From an optimization exercise on the open Yosys and OpenROAD flow, aimed at small area, a short achievable clock period and few clock cycles; shortcuts taken in it are not production practice.
In this exercise RTL edits were held to simulation tests only and were not proved equivalent to the original.
No activity file was given, so power comes from the tool's default toggle rates.

[design.v]
module srtf_preemptive_scheduler_unit(
  input  logic           clk_i,
  input  logic           rst_ni,
  input  logic           s_axis_tvalid,
  output logic           s_axis_tready,
  input  logic [48-1:0]  s_axis_tdata,
  input  logic           s_axis_tuser,
  output logic           m_axis_tvalid,
  input  logic           m_axis_tready,
  output logic [176-1:0] m_axis_tdata,
  output logic [3-1:0]   m_axis_tuser
);
  localparam int N  = 64;
  localparam int G  = 8;    
  localparam int K  = 8;    
  localparam int LK = 3;
  localparam int LG = 3;
  function automatic logic lt16(input logic [15:0] a, input logic [15:0] b);
    logic [15:0] l, e;
    l = ~a & b;
    e = ~(a ^ b);
    for (int s = 1; s < 16; s = s * 2) begin
      for (int i = 15; i >= 0; i--) begin
        if ((i % (2 * s)) == (2 * s - 1)) begin
          l[i] = l[i] | (e[i] & l[i - s]);
          e[i] = e[i] & e[i - s];
        end
      end
    end
    lt16 = l[15];
  endfunction
  function automatic logic [32:0] add33(input logic [32:0] a, input logic [32:0] b,
                                        input logic cin);
    logic [32:0] g, p, gg, pp, c;
    g  = a & b;
    p  = a ^ b;
    gg = g;
    pp = p;
    gg[0] = g[0] | (p[0] & cin);
    for (int s = 1; s < 33; s = s * 2) begin
      for (int i = 32; i >= s; i--) begin
        gg[i] = gg[i] | (pp[i] & gg[i - s]);
        pp[i] = pp[i] & pp[i - s];
      end
    end
    c[0] = cin;
    for (int i = 1; i < 33; i++) c[i] = gg[i - 1];
    add33 = p ^ c;
  endfunction
  function automatic logic [15:0] dec16(input logic [15:0] a);
    logic [15:0] r;
    for (int i = 0; i < 16; i++) r[i] = a[i] ^ ~(|(a & ((16'd1 << i) - 16'd1)));
    dec16 = r;
  endfunction
  function automatic logic [24:0] inc25(input logic [24:0] a);
    logic [24:0] r;
    for (int i = 0; i < 25; i++) r[i] = a[i] ^ (&(a | ~((25'd1 << i) - 25'd1)));
    inc25 = r;
  endfunction
  logic [N-1:0][15:0] id_q, at_q, bt_q, rem_q;
  logic [N-1:0]       act_q;    
  logic [N-1:0]       pend_q;   
  logic [N-1:0]       arrn_q;   
  logic [G-1:0]         lv_q;   
  logic [G-1:0][15:0]   lr_q;   
  logic [G-1:0][LK-1:0] li_q;   
  logic [6:0]  loaded_q, done_q;
  logic [23:0] time_q;
  logic [31:0] wsum_q, tsum_q;
  logic m_valid_q, adv, acc, tick, ld;
  assign adv           = !m_valid_q || m_axis_tready;
  assign s_axis_tready = adv;
  assign acc           = s_axis_tvalid && adv;
  assign tick          = acc && s_axis_tuser;
  assign ld            = acc && !s_axis_tuser;
  logic [15:0] in_id, in_at, in_bt;
  assign in_id = s_axis_tdata[15:0];
  assign in_at = s_axis_tdata[31:16];
  assign in_bt = s_axis_tdata[47:32];
  logic [G-1:0]       tv [LG+1];
  logic [G-1:0][15:0] tr [LG+1];
  logic [G-1:0]       ts [LG+1];
  logic               any;
  logic [G-1:0]       wg;       
  logic [LG-1:0]      wgi;
  always_comb begin
    for (int l = 0; l <= LG; l++) begin
      tv[l] = '0;
      tr[l] = '0;
      ts[l] = '0;
    end
    tv[0] = lv_q;
    tr[0] = lr_q;
    for (int l = 1; l <= LG; l++) begin
      for (int j = 0; j < (G >> l); j++) begin
        ts[l][j] = tv[l-1][2*j+1] &&
                   (!tv[l-1][2*j] || lt16(tr[l-1][2*j+1], tr[l-1][2*j]));
        tv[l][j] = tv[l-1][2*j] || tv[l-1][2*j+1];
        tr[l][j] = ts[l][j] ? tr[l-1][2*j+1] : tr[l-1][2*j];
      end
    end
    any = tv[LG][0];
    for (int g = 0; g < G; g++) begin
      wg[g] = any;
      for (int l = 1; l <= LG; l++) begin
        wg[g] = wg[g] && (ts[l][g >> l] == g[l-1]);
      end
    end
    wgi = '0;
    for (int l = LG; l >= 1; l--) begin
      wgi[l-1] = ts[l][wgi >> l];
    end
  end
  logic [G-1:0]         sv;
  logic [G-1:0][15:0]   sr;
  logic [G-1:0][LK-1:0] si;
  logic [G-1:0][15:0]   lrm1;
  logic [G-1:0]         lr1;
  logic [G-1:0]         gd, gstay, gb0, gb1;
  for (genvar g = 0; g < G; g++) begin : g_grp
    logic [2*K-1:0]       nv;
    logic [2*K*16-1:0]    nr;
    logic [2*K*LK-1:0]    nx;
    for (genvar j = 0; j < K; j++) begin : g_leaf
      assign nv[K+j] = (act_q[g*K+j] || arrn_q[g*K+j]) && !(lv_q[g] && (li_q[g] == j));
      assign nr[(K+j)*16 +: 16] = rem_q[g*K+j];
      assign nx[(K+j)*LK +: LK] = j;
    end
    for (genvar n = 1; n < K; n++) begin : g_node
      logic s;
      assign s = nv[2*n+1] && (!nv[2*n] || lt16(nr[(2*n+1)*16 +: 16], nr[(2*n)*16 +: 16]));
      assign nv[n] = nv[2*n] || nv[2*n+1];
      assign nr[n*16 +: 16] = s ? nr[(2*n+1)*16 +: 16] : nr[(2*n)*16 +: 16];
      assign nx[n*LK +: LK] = s ? nx[(2*n+1)*LK +: LK] : nx[(2*n)*LK +: LK];
    end
    assign nv[0] = 1'b0;
    assign nr[15:0] = '0;
    assign nx[LK-1:0] = '0;
    assign sv[g]   = nv[1];
    assign sr[g]   = nr[16 +: 16];
    assign si[g]   = nx[LK +: LK];
    assign lrm1[g] = dec16(lr_q[g]);
    assign lr1[g]  = (lr_q[g] == 16'd1);
    assign gd[g]    = wg[g];
    assign gstay[g] = lv_q[g] && !(wg[g] && lr1[g]);
    assign gb0[g]   = sv[g] && (lt16(sr[g], lr_q[g]) ||
                                ((sr[g] == lr_q[g]) && (si[g] < li_q[g])));
    assign gb1[g]   = sv[g] && (lt16(sr[g], lrm1[g]) ||
                                ((sr[g] == lrm1[g]) && (si[g] < li_q[g])));
  end
  logic        full, rej, ldok, arr_now, arr_nxt, ran, fin;
  logic [6:0]  loaded_d, done_d;
  logic [24:0] t1, t2;
  logic [23:0] time_next;
  logic [LG-1:0] lgrp;
  logic [LK-1:0] lslot;
  assign t1        = inc25({1'b0, time_q});
  assign t2        = inc25(t1);
  assign time_next = t1[24] ? time_q : t1[23:0];
  assign full      = loaded_q[6];
  assign rej       = full || (in_bt == 16'd0);
  assign ldok      = ld && !rej;
  assign arr_now   = (time_q[23:16] != 8'd0) || !lt16(time_q[15:0], in_at);
  assign arr_nxt   = (t1[24:16] == 9'd0) && (t1[15:0] == in_at);
  assign ran       = tick && any;
  assign fin       = ran && |(wg & lr1);
  assign loaded_d  = loaded_q + {6'd0, ldok};
  assign done_d    = done_q + {6'd0, fin};
  assign lgrp      = loaded_q[5:3];
  assign lslot     = loaded_q[2:0];
  always_ff @(posedge clk_i) begin
    for (int g = 0; g < G; g++) begin
      for (int j = 0; j < K; j++) begin
        if (ldok && (loaded_q[5:0] == 6'(g*K+j))) begin
          id_q[g*K+j]  <= in_id;
          at_q[g*K+j]  <= in_at;
          bt_q[g*K+j]  <= in_bt;
          rem_q[g*K+j] <= in_bt;
        end else if (tick && wg[g] && (li_q[g] == j[LK-1:0])) begin
          rem_q[g*K+j] <= lrm1[g];
        end
      end
    end
  end
  always_ff @(posedge clk_i or negedge rst_ni) begin
    if (!rst_ni) begin
      act_q  <= '0;
      pend_q <= '0;
      arrn_q <= '0;
    end else begin
      for (int g = 0; g < G; g++) begin
        for (int j = 0; j < K; j++) begin
          if (ldok && (loaded_q[5:0] == 6'(g*K+j))) begin
            act_q[g*K+j]  <= arr_now;
            pend_q[g*K+j] <= !arr_now;
            arrn_q[g*K+j] <= !arr_now && arr_nxt;
          end else if (tick) begin
            if (wg[g] && lr1[g] && (li_q[g] == j[LK-1:0])) act_q[g*K+j] <= 1'b0;
            if (arrn_q[g*K+j]) begin
              act_q[g*K+j]  <= 1'b1;
              pend_q[g*K+j] <= 1'b0;
              arrn_q[g*K+j] <= 1'b0;
            end else begin
              arrn_q[g*K+j] <= pend_q[g*K+j] && (t2[24:16] == 9'd0) &&
                               (at_q[g*K+j] == t2[15:0]);
            end
          end
        end
      end
    end
  end
  always_ff @(posedge clk_i or negedge rst_ni) begin
    if (!rst_ni) begin
      lv_q <= '0;
    end else begin
      for (int g = 0; g < G; g++) begin
        if (ldok && arr_now && (lgrp == g[LG-1:0])) begin
          if (!lv_q[g] || lt16(in_bt, lr_q[g])) begin
            lv_q[g] <= 1'b1;
            lr_q[g] <= in_bt;
            li_q[g] <= lslot;
          end
        end else if (tick) begin
          if (!gstay[g] || (gd[g] ? gb1[g] : gb0[g])) begin
            lv_q[g] <= sv[g];
            lr_q[g] <= sr[g];
            li_q[g] <= si[g];
          end else if (gd[g]) begin
            lr_q[g] <= lrm1[g];
          end
        end
      end
    end
  end
  always_ff @(posedge clk_i or negedge rst_ni) begin
    if (!rst_ni) begin
      loaded_q <= '0;
      done_q   <= '0;
      time_q   <= '0;
    end else begin
      loaded_q <= loaded_d;
      done_q   <= done_d;
      if (tick) time_q <= time_next;
    end
  end
  logic         e_v, e_rej, e_ran, e_fin;
  logic [5:0]   e_idx;
  always_ff @(posedge clk_i or negedge rst_ni) begin
    if (!rst_ni) begin
      e_v <= 1'b0;
    end else if (adv) begin
      e_v <= acc;
    end
  end
  always_ff @(posedge clk_i) begin
    if (adv) begin
      e_rej <= ld && rej;
      e_ran <= ran;
      e_fin <= fin;
      e_idx <= {wgi, li_q[wgi]};
    end
  end
  logic [15:0] r_id, r_at, r_bt;
  logic [24:0] tat_w, wt_w;
  logic [23:0] tat, wt;
  logic [32:0] wsum_w, tsum_w;
  assign r_id = id_q[e_idx];
  assign r_at = at_q[e_idx];
  assign r_bt = bt_q[e_idx];
  always_comb begin
    tat_w  = 25'(add33({9'd0, time_q}, {8'd0, 9'h1FF, ~r_at}, 1'b1));
    tat    = tat_w[24] ? 24'd0 : tat_w[23:0];
    wt_w   = 25'(add33({9'd0, tat}, {8'd0, 9'h1FF, ~r_bt}, 1'b1));
    wt     = wt_w[24] ? 24'd0 : wt_w[23:0];
  end
  logic        b_v, b_fin, b_ran, b_rej, b_all;
  logic [15:0] b_id;
  logic [23:0] b_tn, b_tat, b_wt;
  always_ff @(posedge clk_i or negedge rst_ni) begin
    if (!rst_ni) begin
      b_v <= 1'b0;
    end else if (adv) begin
      b_v <= e_v;
    end
  end
  always_ff @(posedge clk_i) begin
    if (adv) begin
      b_id  <= e_ran ? r_id : 16'd0;
      b_fin <= e_fin;
      b_ran <= e_ran;
      b_rej <= e_rej;
      b_tn  <= e_fin ? time_q : 24'd0;
      b_tat <= e_fin ? tat : 24'd0;
      b_wt  <= e_fin ? wt : 24'd0;
      b_all <= (done_q == loaded_q);
    end
  end
  logic [15:0] o_id;
  logic        o_fin, o_ran, o_rej, o_all;
  logic [23:0] o_tn, o_tat, o_wt;
  always_comb begin
    wsum_w = add33({1'b0, wsum_q}, {9'd0, b_wt}, 1'b0);
    tsum_w = add33({1'b0, tsum_q}, {9'd0, b_tat}, 1'b0);
  end
  always_ff @(posedge clk_i or negedge rst_ni) begin
    if (!rst_ni) begin
      m_valid_q <= 1'b0;
      wsum_q    <= '0;
      tsum_q    <= '0;
    end else if (adv) begin
      m_valid_q <= b_v;
      if (b_v && b_fin) begin
        wsum_q <= wsum_w[32] ? 32'hFFFFFFFF : wsum_w[31:0];
        tsum_q <= tsum_w[32] ? 32'hFFFFFFFF : tsum_w[31:0];
      end
    end
  end
  always_ff @(posedge clk_i) begin
    if (adv) begin
      o_id  <= b_id;
      o_fin <= b_fin;
      o_ran <= b_ran;
      o_rej <= b_rej;
      o_tn  <= b_tn;
      o_tat <= b_tat;
      o_wt  <= b_wt;
      o_all <= b_all;
    end
  end
  assign m_axis_tvalid = m_valid_q;
  assign m_axis_tuser  = {o_fin, o_ran, o_rej};
  assign m_axis_tdata  = {7'd0, tsum_q, wsum_q, o_all, o_wt, o_tat, o_tn,
                          (o_fin ? o_id : 16'd0), o_id};
endmodule
[run.sh]
#!/bin/bash
# synth_recipe.tcl (not shown) runs the flow's synth.tcl, then flattens the netlist and writes it again
# the make line also repeats each setting of config.mk as NAME=value (left out here)
make -C /OpenROAD-flow-scripts/flow DESIGN_CONFIG=/design/flow/config.mk WORK_HOME=/design/flow/orfs CLKGATE_MAP_FILE= SYNTH_SCRIPT=/design/flow/synth_recipe.tcl finish
[config.mk]
export PLATFORM = sky130hd
export DESIGN_NAME = srtf_preemptive_scheduler_unit
export DESIGN_NICKNAME = srtf_preemptive_scheduler_unit
export VERILOG_FILES = /design/flow/design.v
export SDC_FILE = /design/flow/constraint.sdc
export NUM_CORES = 4
export LEC_CHECK = 0
export CAP_MARGIN = 20
export CORE_MARGIN = 2
export CORE_UTILIZATION = 40
export SLEW_MARGIN = 20
export SYNTH_MEMORY_MAX_BITS = 8192
[constraint.sdc]
create_clock -name core_clock -period 10.0 [get_ports {clk_i}]
set_input_delay 2.0000 -clock core_clock [delete_from_list [all_inputs] [get_ports {clk_i}]]
set_output_delay 2.0000 -clock core_clock [all_outputs]
set_load 0.01 [all_outputs]
==> results.py <==
metrics = {
    "final_layout": {
        "final_layout_size_suffix_gt1_share_pct": 16.5,
        "final_net_count": 21929,
        "area_growth_pct": 14.3,
    },
    "clock_network": {
        "worstSkewPairLatency_ns": 1.11,
        "clockRootBuffer": "clkbuf_16",
        "ctsHoldBuffers": 0,
        "numClockSinks": 4746,
        "cts_tree": "built",
        "cts_made_buffers": 540,
        "clkTransAtPathRegs_ns": 0.06,
        "cts_buffer_depth": 4,
        "cts_max_level": 6,
    },
    "detailed_routing": {
        "final_antenna_net_count": 0,
        "drc": 0,
        "vias": 174450,
        "dr.first_iter.drc_count": 22461,
        "viasPerCell": 5.98,
        "drtPass1Iterations": 9,
        "wl_per_cell_um": 30.7,
        "wl_mm": 897,
    },
    "setup_path": {
        "critical_path_buf_inv_count": 4,
        "cpMostUsedCell": "a21o_1",
        "crit_arrival_ns": 10.46,
        "cp-end-kind": "flop",
        "critPathSlowestCell": "dfrtp_1",
        "max_stage_delay_ns": 0.52,
        "cp-start-kind": "flop",
        "required_ns": 10.90,
        "path_delay_family": "compound AO/OA/AOI/OAI gates",
        "path_class": "reg -> reg",
        "crit_path_max_fanout": 16,
    },
    "synthesis": {
        "syn_inst": 19700,
        "synth_top_area_share_pct": 53.1,
        "synth_seq_cells": 4746,
        "ys.flop_type": "edfxtp_1",
        "yosys.area.top_type": "edfxtp_1",
        "synth.distinct_cells": 123,
        "synth_area_leaders": "edfxtp_1 53%, mux4_2 8.9%, ha_1 7.3%",
        "ys_seq_area_share_pct": 56.2,
        "netlist_area_um2": 251000,
        "avgSynthCellArea_um2": 12.7,
        "synth_edf_count": 4441,
        "async_reset_ff_share_pct": 6.43,
        "yosys_warnings": 4,
    },
    "grt": {
        "grt_overflow": 0,
        "antenna_found_initial": 50,
        "grt_max_degree": 98,
        "first_global_vias": 167382,
        "grt_use_total_pct": 27.5,
        "grt_pass1_wl_mm": 1260,
    },
    "timing": {
        "slew_headroom_pct": 14.9,
        "period_share_pct": 95.6,
        "finClkSkew_ns": 0.0831,
        "finalSetupViolations": 0,
        "worst_pin_slew_ns": 1.27,
        "timing.fmax_mhz": 105,
        "drv_slew": 0,
        "period_needed_ns": 9.56,
        "rsz0062_at_grt": "yes",
        "setup_ws_ns": 0.440,
        "hold_viol_final": 0,
    },
    "floorplan": {
        "rows": 290,
        "core_area_um2": 624000,
        "die_w_um": 796,
        "io_pins": 234,
        "die_h_um": 796,
        "initial_utilization_pct": 40.2,
        "die_area_um2": 634000,
    },
    "flow_run": {
        "maxCapViolCount": 0,
    },
    "placement": {
        "pre_cts_ws_ns": 0.0470,
        "hpwl_mm": 617,
        "finalWeightedCongestion": 0.977,
        "io_buffers": 226,
    },
    "pwr": {
        "ir_worst_vdd_mv": 0.323,
        "total_power_w": 0.0724,
        "p_leak_nw": 106,
        "power.density_nw_per_um2": 253,
    },
    "hold_path": {
        "min_path_type": "reg -> reg",
    },
    "status": {
        "outcome": "timing/DRC/antenna clean",
    },
}
## cells by family (layout without fill, tap and decap cells)
| group | count (synthesis) | in the layout | share of synthesized area [%] |
|---|---|---|---|
| AOI/OAI and AO/OA | 3947 | 3949 | 9.20 |
| xor gates and xnor gates | 1240 | 1240 | 4.33 |
| adders and majority gates | 1476 | 1476 | 7.37 |
| buffers and inverters | 2201 | 3327 | 3.35 |
| DFF | 4746 | 4746 | 56.2 |
| muxes | 1496 | 1496 | 11.1 |
| other | 1 | 34 | 0.00149 |
| and+or+nand+nor | 4593 | 4593 | 8.53 |
## Yosys cell counts (all sizes together), types with 45 or more instances
master  count
edfxtp   4441
nand3     287
ha       1470
a21o      260
nand2b    101
and3      145
mux2      226
a21oi    2099
or2        45
mux2i     277
nand2     930
xnor2     590
a211oi     99
nor4      173
o21ai     732
buf       237
mux4      993
and2       94
nor2b     119
nor2     1921
o21a      129
a31oi     113
clkbuf    874
nand4     323
o22ai      70
inv      1090
o211ai     53
xor2      650
nor3      224
dfrtp     305
nand3b     70
## area by class of cell
cell class	count	area, um^2
inverters	1090	4250
clock inverters	282	3070
flip-flops and latches	4746	141000
diodes	27	67.6
well taps	8322	10400
multi-input cells	12761	103000
repair buffers	1263	10500
fillers	55478	338000
clock buffers	692	14500
## power by group
part | internal, W | switching (W)
clock network | 0.0114 | 0.00857
registers | 0.0230 | 0.000641
logic | 0.0120 | 0.0168
total | 0.0464 | 0.0260
## per-layer routing
metal	vias up	track usage, %	wire [um]	share of wire [%]
li1	75548	-	-	-
met1	87936	37.2	356000	40
met2	9127	42.4	400000	45
met3	1823	5.30	87200	9.7
met4	16	13.8	53400	6.0
met5	-	0	104	0.012
## final timing paths
kind,endpoint,slack (ns),start,depth (start not counted)
max reg2reg,lr_q[1],0.44,lv_q[0],41
max,lr_q[1],0.44,lv_q[0],41
min in group asynchronous,wsum_q[25],0.90,rst_ni,1
max in group asynchronous,pend_q[31],7.17,rst_ni,3
min reg2reg,o_tn[19],0.41,b_tn[19],0
min,o_tn[19],0.41,b_tn[19],0
## placed cells by master, fill, tap and decap left out, types with 103 or more instances in the layout
cell	count
nand4_1	323
a21oi_1	2072
clkbuf_16	555
o21a_1	126
nand2_1	917
a31oi_1	106
o21ai_0	640
clkinv_1	103
dfrtp_1	304
clkbuf_1	128
buf_4	990
and3_1	142
xnor2_1	533
ha_1	1467
nor2_1	1911
mux2i_1	272
nor4_1	169
inv_1	1022
a21o_1	259
nand3_1	286
mux2_2	210
clkdlybuf4s50_1	177
nor3_1	212
edfxtp_1	4441
nor2b_1	118
mux4_2	993
xor2_1	641
## registers in the layout, summed over array words and instances (netlist names), 64 cells and up
| signal | flops |
|---|---|
| rem_q | 1024 |
| bt_q | 1024 |
| arrn_q | 64 |
| act_q | 64 |
| at_q | 1024 |
| lr_q | 128 |
| pend_q | 64 |
| id_q | 1024 |
## worst register-to-register path: cells and delay by family, from the launching register on
kind            cells  cell delay [ns]
compound gates     21             4.43
fa+ha+maj           3             0.96
flops               1             0.52
buf+inv             4             0.78
simple gates       10             1.72
mux                 3             0.95
## stage by stage
stage	std cells	area (um^2)	TNS, ns	hold WS, ns	util [%]
CTS	29126	286000	0	0.416	45.8
detailed placement	28152	268000	0	0.405	43.0
floorplan	19706	251000	0	0.400	-
finish	29183	287000	0	0.412	45.9
global placement	28150	268000	0	0.403	43.0
global route	29167	287000	-0.410	0.425	45.9
## timing repair
item	4_1_cts	5_1_grt
buffers inserted	0	25
resized for setup	2	121
pin swaps	0	15
endpoints found under the setup margin	24	289
cloned	0	3
Testbench counts, summed over its fixed seeds: cycles 5,746.

==> re-timing with driven ports <==
In the flow no input, the clock included, has a driving cell. The finished layout below was timed again as built, in two steps. Step 1: set_driving_cell puts a clkbuf_16 on clk_i and a buf_2 on each other input, an assumption about the parent block. Step 2, shift: input delay + t, output delay - t, t = (earliest + latest rising clock arrival at the registers) / 2. This alone moves slack from input paths to output paths. a / b / c = ideal / step 1 / step 2; a / b = the first two.
shift t [ns]: 1.207
setup WS [ns]: 0.440 / 0.440 / 0.440
hold WS [ns]: 0.412 / 0.412 / 0.412
After both steps setup and hold are still met in this run. The setup slack of this run moves by 0.000 ns with the drivers and by 0.000 ns with both steps.
